From an optimization exercise on the open Yosys and OpenROAD flow, aimed at a short achievable clock period and few clock cycles per item; shortcuts taken in it are not production practice. The RTL was checked by simulation tests, not by an equivalence proof against the original design. Power and IR drop assume default switching activity.

===== constraint.sdc =====
create_clock -name core_clock -period 8.0 [get_ports {clk_i}]
set_input_delay 1.6000 -clock core_clock [delete_from_list [all_inputs] [get_ports {clk_i}]]
set_output_delay 1.6000 -clock core_clock [all_outputs]
set_load 0.01 [all_outputs]

===== config.mk =====
export PLATFORM = sky130hd
export DESIGN_NAME = cache_top
export DESIGN_NICKNAME = cache_top
export VERILOG_FILES = /design/flow/design.v
export SDC_FILE = /design/flow/constraint.sdc
export NUM_CORES = 4
export LEC_CHECK = 0
export CAP_MARGIN = 20
export CORE_MARGIN = 2
export CORE_UTILIZATION = 40
export SLEW_MARGIN = 20

===== design.v =====
`default_nettype none
package cache_pkg;
    localparam int WAYS        = 2;
    localparam int SETS        = 8;
    localparam int BLOCK_WORDS = 4;
    localparam int ADDR_W      = 32;
    localparam int WORD_W      = 32;
    localparam int OFFSET_W = $clog2(BLOCK_WORDS) + 2;
    localparam int INDEX_W  = $clog2(SETS);
    localparam int TAG_W    = ADDR_W - INDEX_W - OFFSET_W;
    localparam int WAY_W    = $clog2(WAYS);
    localparam int BLOCK_W  = BLOCK_WORDS * WORD_W;
    localparam logic [1:0] ST_INVALID = 2'd0;
    localparam logic [1:0] ST_CLEAN   = 2'd1;
    localparam logic [1:0] ST_DIRTY   = 2'd2;
    localparam logic OP_LOAD       = 1'b0;
    localparam logic OP_WRITE_BACK = 1'b1;
endpackage
`default_nettype wire
`timescale 1ns/1ns
`default_nettype none
import cache_pkg::*;
module cache_array #(
    parameter int  ENTRY_W = cache_pkg::TAG_W,
    parameter int  DEPTH   = cache_pkg::SETS,
    localparam int LANES   = (ENTRY_W + cache_pkg::WORD_W - 1) / cache_pkg::WORD_W
) (
    input  logic                          clk_i,
    input  logic                          rd_en_i,
    input  logic                          wr_en_i,
    input  logic [cache_pkg::INDEX_W-1:0] addr_i,
    input  logic [LANES-1:0]              lane_en_i,
    input  logic [ENTRY_W-1:0]            wdata_i,
    output logic [ENTRY_W-1:0]            rdata_o
);
    logic [DEPTH*ENTRY_W-1:0] mem_q;
    for (genvar s = 0; s < DEPTH; s++) begin : g_set
        for (genvar l = 0; l < LANES; l++) begin : g_lane
            localparam int LO = l * WORD_W;
            localparam int W  = (ENTRY_W - LO < WORD_W) ? ENTRY_W - LO : WORD_W;
            always_ff @(posedge clk_i) begin
                if (wr_en_i && (addr_i == cache_pkg::INDEX_W'(s)) && lane_en_i[l]) begin
                    mem_q[s*ENTRY_W + LO +: W] <= wdata_i[LO +: W];
                end
            end
        end
    end
    always_ff @(posedge clk_i) begin
        if (rd_en_i) begin
            rdata_o <= mem_q[addr_i*ENTRY_W +: ENTRY_W];
        end
    end
endmodule
`default_nettype wire
`timescale 1ns/1ns
`default_nettype none
import cache_pkg::*;
module cache_way (
    input  logic                          clk_i,
    input  logic                          nreset_i,
    input  logic [cache_pkg::INDEX_W-1:0] index_i,
    input  logic                          rd_en_i,
    input  logic [cache_pkg::ADDR_W-1:0]  req_addr_i,
    input  logic [cache_pkg::WORD_W/8-1:0] req_be_i,
    input  logic [cache_pkg::WORD_W-1:0]  req_wdata_i,
    input  logic                          wr_sel_i,
    input  logic                          wr_refill_i,
    input  logic [1:0]                    wr_state_i,
    input  logic [cache_pkg::BLOCK_W-1:0] wr_block_i,
    output logic                          probe_hit_o,
    output logic [1:0]                    probe_state_o,
    output logic [cache_pkg::TAG_W-1:0]   probe_tag_o,
    output logic [cache_pkg::BLOCK_W-1:0] probe_block_o
);
    logic [1:0]             state_q [SETS];
    logic [1:0]             state_rd_q;
    logic [TAG_W-1:0]       tag_rd;
    logic [TAG_W-1:0]       req_tag;
    logic [BLOCK_W-1:0]     blk_rd;
    logic [BLOCK_W-1:0]     blk_wr;
    logic                   refill;
    logic [BLOCK_WORDS-1:0] lane_en;
    logic [OFFSET_W-3:0]    woff;
    logic [WORD_W-1:0]      hit_word;
    logic [WORD_W-1:0]      be_mask;
    assign woff    = req_addr_i[OFFSET_W-1:2];
    assign req_tag = req_addr_i[ADDR_W-1 -: TAG_W];
    assign refill  = wr_sel_i & wr_refill_i;
    assign be_mask  = {{8{req_be_i[3]}}, {8{req_be_i[2]}}, {8{req_be_i[1]}}, {8{req_be_i[0]}}};
    assign hit_word = (blk_rd[woff*WORD_W +: WORD_W] & ~be_mask) | (req_wdata_i & be_mask);
    assign blk_wr   = refill ? wr_block_i : {BLOCK_WORDS{hit_word}};
    assign lane_en  = refill ? '1 : (BLOCK_WORDS'(1) << woff);
    cache_array #(
        .ENTRY_W (TAG_W)
    ) tag_array_i (
        .clk_i,
        .rd_en_i,
        .wr_en_i   (refill),
        .addr_i    (index_i),
        .lane_en_i (1'b1),
        .wdata_i   (req_tag),
        .rdata_o   (tag_rd)
    );
    cache_array #(
        .ENTRY_W (BLOCK_W)
    ) data_array_i (
        .clk_i,
        .rd_en_i,
        .wr_en_i   (wr_sel_i),
        .addr_i    (index_i),
        .lane_en_i (lane_en),
        .wdata_i   (blk_wr),
        .rdata_o   (blk_rd)
    );
    always_ff @(posedge clk_i) begin
        if (nreset_i) begin
            for (int s = 0; s < SETS; s++) begin
                state_q[s] <= ST_INVALID;
            end
            state_rd_q <= ST_INVALID;
        end else begin
            if (wr_sel_i) begin
                state_q[index_i] <= wr_state_i;
            end
            if (rd_en_i) begin
                state_rd_q <= state_q[index_i];
            end
        end
    end
    assign probe_hit_o   = (state_rd_q != ST_INVALID) && (tag_rd == req_tag);
    assign probe_state_o = state_rd_q;
    assign probe_tag_o   = tag_rd;
    assign probe_block_o = blk_rd;
endmodule
`default_nettype wire
`timescale 1ns/1ns
`default_nettype none
import cache_pkg::*;
module cache_req_stage (
    input  logic                          clk_i,
    input  logic                          nreset_i,
    input  logic                          cc_valid_i,
    input  logic [cache_pkg::ADDR_W-1:0]  cc_addr_i,
    input  logic                          cc_we_i,
    input  logic [cache_pkg::WORD_W/8-1:0] cc_be_i,
    input  logic [cache_pkg::WORD_W-1:0]  cc_wdata_i,
    output logic                          cc_ready_o,
    input  logic                          retire_i,
    input  logic                          reread_i,
    output logic [cache_pkg::ADDR_W-1:0]  req_addr_o,
    output logic                          req_we_o,
    output logic [cache_pkg::WORD_W/8-1:0] req_be_o,
    output logic [cache_pkg::WORD_W-1:0]  req_wdata_o,
    output logic                          busy_o,
    output logic [cache_pkg::INDEX_W-1:0] index_o,
    output logic                          rd_en_o
);
    logic busy_q;
    logic accept;
    assign cc_ready_o = ~busy_q;
    assign accept     = cc_valid_i & ~busy_q;
    assign index_o = accept ? cc_addr_i[OFFSET_W +: INDEX_W]
                            : req_addr_o[OFFSET_W +: INDEX_W];
    assign rd_en_o = accept | reread_i;
    assign busy_o = busy_q;
    always_ff @(posedge clk_i) begin
        if (nreset_i) begin
            busy_q <= 1'b0;
        end else if (accept) begin
            busy_q <= 1'b1;
        end else if (retire_i) begin
            busy_q <= 1'b0;
        end
    end
    always_ff @(posedge clk_i) begin
        if (accept) begin
            req_addr_o  <= cc_addr_i;
            req_we_o    <= cc_we_i;
            req_be_o    <= cc_be_i;
            req_wdata_o <= cc_wdata_i;
        end
    end
endmodule
`default_nettype wire
`timescale 1ns/1ns
`default_nettype none
import cache_pkg::*;
module cache_miss_ctrl (
    input  logic                                clk_i,
    input  logic                                nreset_i,
    input  logic                                busy_i,
    input  logic [cache_pkg::ADDR_W-1:0]        req_addr_i,
    input  logic                                req_we_i,
    input  logic [cache_pkg::WORD_W/8-1:0]      req_be_i,
    input  logic [cache_pkg::WORD_W-1:0]        req_wdata_i,
    input  logic [cache_pkg::WAYS-1:0]          probe_hit_i,
    input  logic [2*cache_pkg::WAYS-1:0]        probe_state_i,
    input  logic [cache_pkg::WAYS*cache_pkg::TAG_W-1:0]   probe_tag_i,
    input  logic [cache_pkg::WAYS*cache_pkg::BLOCK_W-1:0] probe_block_i,
    output logic [cache_pkg::WAYS-1:0]          wr_sel_o,
    output logic                                wr_refill_o,
    output logic [1:0]                          wr_state_o,
    output logic [cache_pkg::BLOCK_W-1:0]       wr_block_o,
    output logic                                retire_o,
    output logic                                reread_o,
    output logic                                cc_valid_o,
    output logic [cache_pkg::WORD_W-1:0]        cc_rdata_o,
    output logic                                cb_valid_o,
    input  logic                                cb_yumi_i,
    output logic                                cb_op_o,
    output logic [cache_pkg::ADDR_W-1:0]        cb_addr_o,
    output logic [cache_pkg::BLOCK_W-1:0]       cb_data_o,
    input  logic                                cb_valid_i,
    input  logic [cache_pkg::BLOCK_W-1:0]       cb_rdata_i
);
    localparam logic [2:0] S_IDLE      = 3'd0;
    localparam logic [2:0] S_WRITEBACK = 3'd1;
    localparam logic [2:0] S_LOAD      = 3'd2;
    localparam logic [2:0] S_REFILL    = 3'd3;
    localparam logic [2:0] S_FILL      = 3'd4;
    localparam logic [2:0] S_REREAD    = 3'd5;
    logic [2:0]          state_q;
    logic [2:0]          state_d;
    logic                lookup;
    logic                hit_any;
    logic [WAY_W-1:0]    hit_way;
    logic [WAY_W-1:0]    victim_c;
    logic [WAY_W-1:0]    victim_q;
    logic [WAY_W-1:0]    way_sel;
    logic [WAY_W-1:0]    mru_q [SETS];
    logic                victim_dirty;
    logic                send_wb;
    logic                taken;
    logic [INDEX_W-1:0]  index;
    logic [OFFSET_W-3:0] woff;
    logic [WORD_W-1:0]   rd_word;
    logic [BLOCK_W-1:0]  fill_d;
    logic [BLOCK_W-1:0]  fill_q;
    logic [WORD_W-1:0]   be_mask;
    logic [1:0]          p_state [WAYS];
    logic [TAG_W-1:0]    p_tag   [WAYS];
    logic [BLOCK_W-1:0]  p_block [WAYS];
    for (genvar w = 0; w < WAYS; w++) begin : g_probe
        assign p_state[w] = probe_state_i[2*w +: 2];
        assign p_tag[w]   = probe_tag_i[TAG_W*w +: TAG_W];
        assign p_block[w] = probe_block_i[BLOCK_W*w +: BLOCK_W];
    end
    assign index  = req_addr_i[OFFSET_W +: INDEX_W];
    assign woff   = req_addr_i[OFFSET_W-1:2];
    assign lookup = (state_q == S_IDLE) && busy_i;
    always_comb begin
        hit_way = '0;
        for (int w = 0; w < WAYS; w++) begin
            if (probe_hit_i[w]) begin
                hit_way = WAY_W'(w);
            end
        end
    end
    assign hit_any = |probe_hit_i;
    always_comb begin
        victim_c = ~mru_q[index];
        for (int w = WAYS - 1; w >= 0; w--) begin
            if (p_state[w] == ST_INVALID) begin
                victim_c = WAY_W'(w);
            end
        end
    end
    assign way_sel      = lookup ? victim_c : victim_q;
    assign victim_dirty = p_state[way_sel] == ST_DIRTY;
    assign send_wb      = (lookup && !hit_any && victim_dirty) || (state_q == S_WRITEBACK);
    assign cb_valid_o   = (lookup && !hit_any) || (state_q == S_WRITEBACK) || (state_q == S_LOAD);
    assign taken        = cb_valid_o & cb_yumi_i;
    always_comb begin
        state_d = state_q;
        case (state_q)
            S_IDLE: begin
                if (lookup && !hit_any) begin
                    if (victim_dirty) begin
                        state_d = taken ? S_LOAD : S_WRITEBACK;
                    end else begin
                        state_d = taken ? S_REFILL : S_LOAD;
                    end
                end
            end
            S_WRITEBACK: if (taken) state_d = S_LOAD;
            S_LOAD:      if (taken) state_d = S_REFILL;
            S_REFILL:    if (cb_valid_i) state_d = S_FILL;
            S_FILL:      state_d = S_REREAD;
            S_REREAD:    state_d = S_IDLE;
            default:     state_d = S_IDLE;
        endcase
    end
    always_ff @(posedge clk_i) begin
        if (nreset_i) begin
            state_q <= S_IDLE;
            for (int s = 0; s < SETS; s++) begin
                mru_q[s] <= '0;
            end
        end else begin
            state_q <= state_d;
            if (lookup && hit_any) begin
                mru_q[index] <= hit_way;
            end else if (state_q == S_FILL) begin
                mru_q[index] <= victim_q;
            end
        end
    end
    assign be_mask = {{8{req_be_i[3]}}, {8{req_be_i[2]}}, {8{req_be_i[1]}}, {8{req_be_i[0]}}};
    always_comb begin
        fill_d = cb_rdata_i;
        if (req_we_i) begin
            fill_d[woff*WORD_W +: WORD_W] =
                (cb_rdata_i[woff*WORD_W +: WORD_W] & ~be_mask) | (req_wdata_i & be_mask);
        end
    end
    always_ff @(posedge clk_i) begin
        if (lookup) begin
            victim_q <= victim_c;
        end
        if ((state_q == S_REFILL) && cb_valid_i) begin
            fill_q <= fill_d;
        end
    end
    always_comb begin
        cb_op_o = send_wb ? OP_WRITE_BACK : OP_LOAD;
        if (send_wb) begin
            cb_addr_o = {p_tag[way_sel], index, {OFFSET_W{1'b0}}};
            cb_data_o = p_block[way_sel];
        end else begin
            cb_addr_o = {req_addr_i[ADDR_W-1:OFFSET_W], {OFFSET_W{1'b0}}};
            cb_data_o = '0;
        end
    end
    always_comb begin
        wr_sel_o    = '0;
        wr_refill_o = 1'b0;
        wr_state_o  = ST_DIRTY;
        wr_block_o  = fill_q;
        if (lookup && req_we_i) begin
            wr_sel_o = probe_hit_i;
        end
        if (state_q == S_FILL) begin
            wr_sel_o    = WAYS'(1) << victim_q;
            wr_refill_o = 1'b1;
            wr_state_o  = req_we_i ? ST_DIRTY : ST_CLEAN;
        end
    end
    assign rd_word    = (state_q == S_FILL) ? fill_q[woff*WORD_W +: WORD_W]
                                            : p_block[hit_way][woff*WORD_W +: WORD_W];
    assign cc_rdata_o = req_we_i ? '0 : rd_word;
    assign cc_valid_o = (lookup && hit_any) || (state_q == S_FILL);
    assign retire_o   = (lookup && hit_any) || (state_q == S_REREAD);
    assign reread_o   = state_q == S_REREAD;
endmodule
`default_nettype wire
`timescale 1ns/1ns
`default_nettype none
import cache_pkg::*;
module cache_top (
    input  logic                           clk_i,
    input  logic                           nreset_i,
    input  logic                           cc_valid_i,
    input  logic [cache_pkg::ADDR_W-1:0]   cc_addr_i,
    input  logic                           cc_we_i,
    input  logic [cache_pkg::WORD_W/8-1:0] cc_be_i,
    input  logic [cache_pkg::WORD_W-1:0]   cc_wdata_i,
    output logic                           cc_ready_o,
    output logic                           cc_valid_o,
    output logic [cache_pkg::WORD_W-1:0]   cc_rdata_o,
    output logic                           cb_valid_o,
    input  logic                           cb_yumi_i,
    output logic                           cb_op_o,
    output logic [cache_pkg::ADDR_W-1:0]   cb_addr_o,
    output logic [cache_pkg::BLOCK_W-1:0]  cb_data_o,
    input  logic                           cb_valid_i,
    input  logic [cache_pkg::BLOCK_W-1:0]  cb_rdata_i
);
    logic [ADDR_W-1:0]       req_addr;
    logic                    req_we;
    logic [WORD_W/8-1:0]     req_be;
    logic [WORD_W-1:0]       req_wdata;
    logic                    busy;
    logic                    retire;
    logic                    reread;
    logic                    rd_en;
    logic [INDEX_W-1:0]      index;
    logic [WAYS-1:0]         probe_hit;
    logic [2*WAYS-1:0]       probe_state;
    logic [WAYS*TAG_W-1:0]   probe_tag;
    logic [WAYS*BLOCK_W-1:0] probe_block;
    logic [WAYS-1:0]         wr_sel;
    logic                    wr_refill;
    logic [1:0]              wr_state;
    logic [BLOCK_W-1:0]      wr_block;
    cache_req_stage req_stage_i (
        .clk_i,
        .nreset_i,
        .cc_valid_i,
        .cc_addr_i,
        .cc_we_i,
        .cc_be_i,
        .cc_wdata_i,
        .cc_ready_o,
        .retire_i    (retire),
        .reread_i    (reread),
        .req_addr_o  (req_addr),
        .req_we_o    (req_we),
        .req_be_o    (req_be),
        .req_wdata_o (req_wdata),
        .busy_o      (busy),
        .index_o     (index),
        .rd_en_o     (rd_en)
    );
    for (genvar w = 0; w < WAYS; w++) begin : g_way
        cache_way way_i (
            .clk_i,
            .nreset_i,
            .index_i       (index),
            .rd_en_i       (rd_en),
            .req_addr_i    (req_addr),
            .req_be_i      (req_be),
            .req_wdata_i   (req_wdata),
            .wr_sel_i      (wr_sel[w]),
            .wr_refill_i   (wr_refill),
            .wr_state_i    (wr_state),
            .wr_block_i    (wr_block),
            .probe_hit_o   (probe_hit[w]),
            .probe_state_o (probe_state[2*w +: 2]),
            .probe_tag_o   (probe_tag[TAG_W*w +: TAG_W]),
            .probe_block_o (probe_block[BLOCK_W*w +: BLOCK_W])
        );
    end
    cache_miss_ctrl miss_ctrl_i (
        .clk_i,
        .nreset_i,
        .busy_i        (busy),
        .req_addr_i    (req_addr),
        .req_we_i      (req_we),
        .req_be_i      (req_be),
        .req_wdata_i   (req_wdata),
        .probe_hit_i   (probe_hit),
        .probe_state_i (probe_state),
        .probe_tag_i   (probe_tag),
        .probe_block_i (probe_block),
        .wr_sel_o      (wr_sel),
        .wr_refill_o   (wr_refill),
        .wr_state_o    (wr_state),
        .wr_block_o    (wr_block),
        .retire_o      (retire),
        .reread_o      (reread),
        .cc_valid_o,
        .cc_rdata_o,
        .cb_valid_o,
        .cb_yumi_i,
        .cb_op_o,
        .cb_addr_o,
        .cb_data_o,
        .cb_valid_i,
        .cb_rdata_i
    );
endmodule
`default_nettype wire

===== run.sh =====
#!/bin/bash
# synth_recipe.tcl (not shown) runs the flow's synth.tcl, then flattens the netlist and writes it again
# the make line also repeats each setting of config.mk as NAME=value (left out here)
make -C /OpenROAD-flow-scripts/flow DESIGN_CONFIG=/design/flow/config.mk WORK_HOME=/design/flow/orfs CLKGATE_MAP_FILE= SYNTH_SCRIPT=/design/flow/synth_recipe.tcl finish

==> notes.md <==
layer usage:
metal	up-vias	track usage (%)	part of all wire, %	routed length [um]
met5	-	0	0.010	45
met4	6	16.6	7.1	31500
met3	1206	6.72	12	54500
met2	6150	40.7	44	195000
met1	43500	36.5	37	165000
li1	36200	-	-	-
logic make-up (layout without fill, tap and decap cells):
kind of cell	count (synthesis)	count (layout)	synth area share, %
simple gates	3688	3688	12.4
flops	3001	3001	72.6
compound gates	1984	1984	9.72
buf+inv	718	1210	2.34
mux	184	184	2.53
xor+xnor	50	50	0.353
fa+ha+maj	5	5	0.0505
other cells	1	24	0.00303
worst register-to-register path: stages (launching register included):
cell and delay [ns]:
edfxtp_1 0.66, xnor2_1 0.33, nand4_1 0.22, nor3_2 0.77
nand2_4 0.73, nor2_1 1.03, a31oi_2 0.58, nor2_4 0.74
buf_4 0.63
sequential cells by signal (all words and copies together), names as in the netlist, 30 cells and up, named ones only:
signal                            flops
g_way.way_i.data_array_i.mem_q     2048
g_way.way_i.tag_array_i.mem_q       400
g_way.way_i.data_array_i.rdata_o    256
miss_ctrl_i.fill_q                  128
g_way.way_i.tag_array_i.rdata_o      50
g_way.way_i.state_q                  32
req_stage_i.req_wdata_o              32
req_stage_i.req_addr_o               30
final cells by class:
type                    count  area (um2)
clock buffers             377        8430
clock inverters           213        2350
flip-flops and latches   3001       90000
fillers                 26600      165000
well taps                4120        5150
repair buffers            606        6130
diodes                     20        50.0
inverters                  14        81.3
multi-input cells        5915       31900
through the flow:
| stage | hold slack [ns] | util [%] | worst slack, ns | total power [uW] |
|---|---|---|---|---|
| after detailed placement | 0.475 | 43.1 | 1.37 | 22400 |
| final | 0.484 | 46.7 | 0.674 | 37400 |
| after floorplan | 0.446 | - | 0.0837 | 20500 |
| after CTS | 0.485 | 46.6 | 0.758 | 37400 |
| after global placement | 0.473 | 43.1 | 1.50 | 22300 |
| after global routing | 0.511 | 46.7 | 0.512 | 38300 |
path summary, 6_finish.rpt:
path	startpoint	endpoint	slack, ns	cells past startpoint
setup reg to reg	req_stage_i.req_addr_o[8]	g_way[1].way_i.data_array_i.mem_q[87]	1.88	8
hold reg to reg	g_way[0].way_i.state_rd_q[1]	g_way[0].way_i.state_rd_q[1]	0.48	2
setup / recovery	req_stage_i.req_addr_o[8]	cc_rdata_o[22]	0.67	9
hold / removal	g_way[0].way_i.state_rd_q[1]	g_way[0].way_i.state_rd_q[1]	0.48	2
power by group:
| group | switching (uW) | internal, uW |
|---|---|---|
| combinational | 2840 | 1220 |
| sequential | 325 | 17800 |
| clock | 6470 | 8770 |
| total | 9640 | 27800 |
cells in the final DEF, fill, tap and decap left out, drive strengths merged, types with 98 or more instances in the layout:
cell type / count
edfxtp: 2989
nand2: 2546
a21oi: 967
nand3: 804
clkdlybuf4s50: 391
clkbuf: 377
o21ai: 282
a221oi: 269
a21o: 256
buf: 215
clkinv: 141
nor2: 130
mux4: 98
==> results.json <==
{
  "placementRows": 204,
  "final_area_um2": 144000,
  "crit_chain": "xnor2_1 -> nand4_1 -> nor3_2 -> nand2_4 -> buf_4 -> a211oi_1 -> o22ai_1 -> or3_1 -> clkdlybuf4s50_1",
  "syn-cell-area_um2": 124000,
  "cts-htree-levels": 5,
  "cts_buffer_depth": 4,
  "cts_tree": "yes",
  "post_cts_buffers": 0,
  "clk_pin_slew_ns": 0.06,
  "numPortBuffers": 391,
  "slowest_stage": "nor3_2",
  "post_dp_cell_area_um2": 133000,
  "gp_congestion": 0.939,
  "synth_area_leader_cell": "edfxtp_1",
  "num_vias": 87100,
  "cts_sinks": 3001,
  "area_growth_pct": 16.2,
  "cts_resized": 0,
  "synth_top_cell_area_share_pct": 72.4,
  "power_density_nw_per_um2": 260,
  "yosysMostFrequentCell": "edfxtp_1",
  "critPathCaptureType": "primary output",
  "tns_ns": 0,
  "skew_ns": 0.105,
  "max_freq_mhz": 137,
  "instances_no_fill": 14300,
  "critical_path_buf_inv_count": 2,
  "dieArea_um2": 314000,
  "cp.arrival_ns": 5.73,
  "grt_overflow": 0,
  "synthDistinctLibCells": 53,
  "post-route-min-period_ns": 7.33,
  "yosysWarnings": 8,
  "ir_drop_v": 0.000174,
  "final_max_slew_viol_count": 0,
  "ios": 398,
  "synth_flop_cell": "edfxtp_1",
  "crit_family": "simple AND/OR/NAND/NOR gates",
  "seq_area_frac_synth_pct": 72.6,
  "drtIter0Drc": 12600,
  "antenna_found_initial": 19,
  "synth_edf_count": 2989,
  "ys_ff_latch": 3001,
  "setup_viol": 0,
  "antenna_left": 0,
  "track_usage_pct": 27.5,
  "die_w_um": 561,
  "clock_latency_ns": 0.97,
  "synthArstFlopShare_pct": 0,
  "fin_crit_sh_pct": 91.6,
  "rsz0062_at_grt": "false",
  "slowest_delay_ns": 0.77,
  "hold_buffers": 0,
  "placed_cells": 13700,
  "root_buffer": "clkbuf_16",
  "maxCapViolations": 0,
  "startpoint_type": "flop",
  "syn-instance-count": 9631,
  "coreArea_um2": 309000,
  "critPathKind": "reg -> out",
  "grt_max_degree": 192,
  "finalNetCount": 10100,
  "routedWlPerCell_um": 31.2,
  "worstMarginPinSlew_ns": 1.25,
  "vias_per_cell": 6.11,
  "p_leak_uw": 0.0494,
  "hold_viol": 0,
  "slew_headroom_pct": 16.7,
  "worst_ep_required_time_ns": 6.40,
  "initial_core_util_pct": 40.2,
  "crit_fanout": 46,
  "synth.area.top_cells": "edfxtp_1 72%, nand2_1 7.7%, a21oi_1 3.9%",
  "wl_um": 446000,
  "drive_gt1_share_pct": 9.51,
  "status": "no timing/DRC/antenna violations",
  "cts_buffers": 325,
  "drc": 0,
  "synth_commonest_cells": "2989 x edfxtp_1, 2546 x nand2_1, 966 x a21oi_1",
  "hpwlAfterDp_um": 265000,
  "avgSynthCellArea_um2": 12.9,
  "grt_pass1_vias": 81300,
  "first_pass_iters": 7,
  "grt_pass1_wl_um": 618000,
  "die_h_um": 561,
  "min_path_type": "reg -> reg"
}
Testbench counts, summed over its fixed seeds: cycles 82,141, requests 24,000.

-- static timing again, ports no longer ideal --
No port has a modelled driver above. Below, the same layout with a new extraction and two added sets of constraints. Step 1 (the two cells are an assumption about what drives the block):
set clk [get_ports {clk_i}]
set_driving_cell -lib_cell sky130_fd_sc_hd__clkbuf_16 $clk
set_driving_cell -lib_cell sky130_fd_sc_hd__buf_2 [delete_from_list [all_inputs] $clk]
Step 2 also shifts input and output timing later by t, the mid clock arrival at the registers, as if the neighbouring blocks saw the same clock. Three values: ideal, step 1, step 2; two values: the first two.
t, ns: 1.028
setup WS [ns]: 0.674 / 0.563 / 1.304
worst setup path after step 2: input to register
slew at the worst register clock pin (ns): 0.07 / 0.07
cell pins on the clock port's net: 1
After both steps this run still meets setup and hold. The setup slack of this run moves by -0.111 ns with the drivers and by +0.630 ns with both steps.
